What follows belongs to an exercise in optimizing a design on an open flow for small area, a short achievable clock period and few clock cycles per item; a production flow would make more cautious choices. Only simulation tests tie the RTL to the original design; equivalence was not proved.

Design modular_exponentiation_top, start of the top module:
module modular_exponentiation_top #(
  parameter int unsigned EXP_WIDTH = 64
) (
  input  wire          clk_i,
  input  wire          rst_ni,
  input  wire          s_axis_tvalid,
  output logic         s_axis_tready,
  input  wire  [127:0] s_axis_tdata,    
  output logic         m_axis_tvalid,
  input  wire          m_axis_tready,
  output logic [31:0]  m_axis_tdata,    
  input  wire          cfg_valid_i,
  output logic         cfg_ready_o,
  input  wire  [30:0]  cfg_data_i       
);
For scale: roughly 200 I/O pins, roughly 17000 sq um of cells after synthesis.
export LEC_CHECK = 0
export CAP_MARGIN = 20
export CORE_MARGIN = 2
export CORE_UTILIZATION = 40
export SLEW_MARGIN = 20
create_clock -name core_clock -period 10.0 [get_ports {clk_i}]
standard.sh (not shown) runs the stock make flow with config.mk's settings and CLKGATE_MAP_FILE= SYNTH_SCRIPT=/design/flow/synth_recipe.tcl, a recipe that flattens the netlist after the stock synthesis.
==> flow/flow/run.sh <==
#!/bin/bash
# Standard ORFS layout (the standard.sh, standard synthesis) with a larger
# setup margin for timing repair; make's output goes to make_finish.log.
set -euo pipefail
bash standard.sh SETUP_SLACK_MARGIN=7 finish > make_finish.log 2>&1
The baseline completed without violations.
Testbench counts at the start, summed over its fixed seeds: cycles 179,528, items 192.
==> next run, changes <==
==> flow/run.sh (new file) <==
#!/bin/bash
# synth_recipe.tcl (not shown) runs the flow's synth.tcl, then flattens the netlist and writes it again
# the make line also repeats each setting of config.mk as NAME=value (left out here)
make -C /OpenROAD-flow-scripts/flow DESIGN_CONFIG=/design/flow/config.mk WORK_HOME=/design/flow/orfs CLKGATE_MAP_FILE= SYNTH_SCRIPT=/design/flow/synth_recipe.tcl finish
Settings changed: CORE_UTILIZATION 40 to 60, PLACE_DENSITY set to 0.7, SETUP_SLACK_MARGIN set to 5.
removed: flow/flow/run.sh
removed: flow/standard.sh
Result: Via count came out lower by 5.5%; global-route usage climbs by 5.5 points; routed wire length falls by 18%; fmax goes down by 5.4%; cell area goes down by 11%; non-clock buffer count fell by 112; utilization grows by 18 points; clock-buffer cell count came out higher by 5; setup slack degrades by 260 ps; cell count decreases by 11%.

* * *

modular_exponentiation_top, a different RTL version from the one above (not shown whole).
Size: about 1,900 cells after synthesis, about 230 flip-flops, roughly 200 I/O pins, about 18,000 um^2 of cells after synthesis.
==> flow/config.mk <==
export PLATFORM = sky130hd
export DESIGN_NAME = modular_exponentiation_top
export DESIGN_NICKNAME = modular_exponentiation_top
export VERILOG_FILES = /design/flow/design.v
export SDC_FILE = /design/flow/constraint.sdc
export NUM_CORES = 4
export LEC_CHECK = 0
export CAP_MARGIN = 20
export CORE_MARGIN = 2
export CORE_UTILIZATION = 40
export PLACE_DENSITY = 0.75
export SLEW_MARGIN = 20
==> flow/constraint.sdc <==
create_clock -name core_clock -period 10.0 [get_ports {clk_i}]
set_input_delay 2.0000 -clock core_clock [delete_from_list [all_inputs] [get_ports {clk_i}]]
set_output_delay 2.0000 -clock core_clock [all_outputs]
set_load 0.01 [all_outputs]
==> flow/flow/run.sh <==
#!/bin/bash
# Standard ORFS layout (the standard.sh, standard synthesis) with a larger
# setup margin for timing repair; make's output goes to make_finish.log.
set -euo pipefail
bash standard.sh SETUP_SLACK_MARGIN=6 finish > make_finish.log 2>&1
Testbench counts at the start, summed over its fixed seeds: cycles 179,520, items 192.
Rerun with:
==> flow/flow/run.sh (replaced) <==
#!/bin/bash
# Standard ORFS layout (the standard.sh, standard synthesis) with a larger
# setup margin for timing repair; make's output goes to make_finish.log.
set -euo pipefail
bash standard.sh SETUP_SLACK_MARGIN=5.5 finish > make_finish.log 2>&1
PLACE_DENSITY = not set   (was 0.75)
The new run completed without violations.
Fmax came out higher by 0.75%.
Non-clock buffer count came out lower by 22.
Final cell count came out lower by 0.71%.
Wire length came out lower by 3.8%.
Design area came out lower by 2.8%.
Global-route usage came out lower by 0.61 points.
Rerun with:
==> flow/flow/run.sh (replaced) <==
#!/bin/bash
# Standard ORFS layout (the standard.sh, standard synthesis) with a larger
# setup margin for timing repair; make's output goes to make_finish.log.
set -euo pipefail
bash standard.sh SETUP_SLACK_MARGIN=6 finish > make_finish.log 2>&1
PLACE_DENSITY = 0.5   (was not set)
Result: Non-clock buffer count came out higher by 21. Worst setup slack gets better by 0.11 ns.
Rerun with:
CORE_UTILIZATION = 30   (was 40)
PLACE_DENSITY = not set   (was 0.5)
- critical path depth rises by 2
- routed wire length rose by a few percent
- maximum frequency falls slightly
Rerun with:
CORE_UTILIZATION = 40   (was 30)
TNS_END_PERCENT = 30   (was not set)
Area after synthesis does not change.
Core utilization grows by 12 points.
Non-clock buffer count shrinks by 7.
First-iteration DRC count grows by about 0.64%.
Via count shrinks by about 1%.
Count of clock-buffer cells in the layout grows by 7.
Worst setup slack improved by 0.054 ns.
Rerun with:
TNS_END_PERCENT = not set   (was 30)
Critical path depth is lower by 2.
Clock skew stays flat.
Routed wire length stays flat.
Via count rises by about 0.4%.
Utilization decreases by 0.19 points.
Design area is lower by about 0.38%.
Die area stays the same.
Setup slack improves by 0.043 ns.

* * *

P:
RTL: one of the versions met above, not the one the previous note started from.
Size: ~1900 cells after synthesis, about 200 I/O pins.
## modular_exponentiation_top
module modular_exponentiation_top #(
  parameter int unsigned EXP_WIDTH = 64
) (
  input  wire          clk_i,
  input  wire          rst_ni,
  input  wire          s_axis_tvalid,
  output logic         s_axis_tready,
  input  wire  [127:0] s_axis_tdata,    
  output logic         m_axis_tvalid,
  input  wire          m_axis_tready,
  output logic [31:0]  m_axis_tdata,    
  input  wire          cfg_valid_i,
  output logic         cfg_ready_o,
  input  wire  [30:0]  cfg_data_i       
);
clock: 10.0 ns
lec_check: 0
cap_margin: 20
core_margin: 2
core_utilization: 40
setup_slack_margin: 4
slew_margin: 20
run.sh (not shown) runs the stock make flow with config.mk's settings and CLKGATE_MAP_FILE= SYNTH_SCRIPT=/design/flow/synth_recipe.tcl, a recipe that flattens the netlist after the stock synthesis.
Stock flow here: none of the scripts above is used.
Testbench counts of P, summed over its fixed seeds: cycles 179,528, items 192.
#### Input delta (Q over P)
- SETUP_SLACK_MARGIN now 5, was 4
### Flow results
- On Q: cell count along the critical path is 1 lower than what P gave.
- Going from P to Q, standard cell area after detailed placement now sits at about the same level, first-iteration DRC count now sits at about the same level, all-layer global routing usage now sits at about the same level.
- Looking only at total of fill cells in the finished design, and setting everything else aside, the higher value of P and Q goes to P.
- When Q is measured against P, its via count turns out 108 higher.
Here is what was changed in the inputs of R compared with Q.
- an added ABC_AREA of 1
## What came out
R: flow completed, timing, DRC and antenna clean
Footprint of the multi-input gates (R over Q): decrease, 810 um2
Looking at average instance area after synthesis, R sits below Q.
A commonest non-fill, non-tap cell in the layout of clkdlybuf4s50_1 is what Q shows, while inv_1 belongs to R.
Diff Q -> R: number of global-route vias before repair rose 918; global-route usage grew by 1.3 points; via density per instance -4.3%.

[separate check: timing with driven ports]
Ports are ideal in the flow. The routed layouts listed here were re-timed in OpenROAD.
Step 1, drivers: a clkbuf_16 drives clk_i and a buf_2 each remaining input, both assumed.
Step 2, shift: input delay + t, output delay - t, t = (earliest + latest rising clock arrival at the registers) / 2. This alone moves slack from input paths to output paths.
Slacks: ideal / step 1 / step 2; pairs: ideal / step 1.
run	t, ns	slack for setup (ns)	slew at the worst register clock pin (ns)
the first run of note 1	0.507	5.388 / 5.388 / 5.388	0.08 / 0.08
the second run of note 1	0.489	5.125 / 5.125 / 5.125	0.08 / 0.08
the first run of note 2	0.589	5.589 / 5.589 / 5.589	0.06 / 0.06
the second run of note 2	0.594	5.622 / 5.622 / 5.559	0.06 / 0.06
the third run of note 2	0.611	5.732 / 5.732 / 5.587	0.06 / 0.06
the fourth run of note 2	0.597	5.700 / 5.700 / 5.577	0.06 / 0.06
the fifth run of note 2	0.600	5.755 / 5.755 / 5.561	0.06 / 0.06
the sixth run of note 2	0.609	5.797 / 5.797 / 5.579	0.06 / 0.06
P	0.490	4.554 / 4.554 / 4.554	0.08 / 0.08
Q	0.487	5.152 / 5.152 / 5.152	0.08 / 0.08
R	0.493	5.196 / 5.196 / 5.023	0.08 / 0.08
After both steps every run listed still meets setup and hold. The setup slack of the sixth run of note 2, which loses most, moves by 0.000 ns with the drivers and by -0.218 ns with both steps.
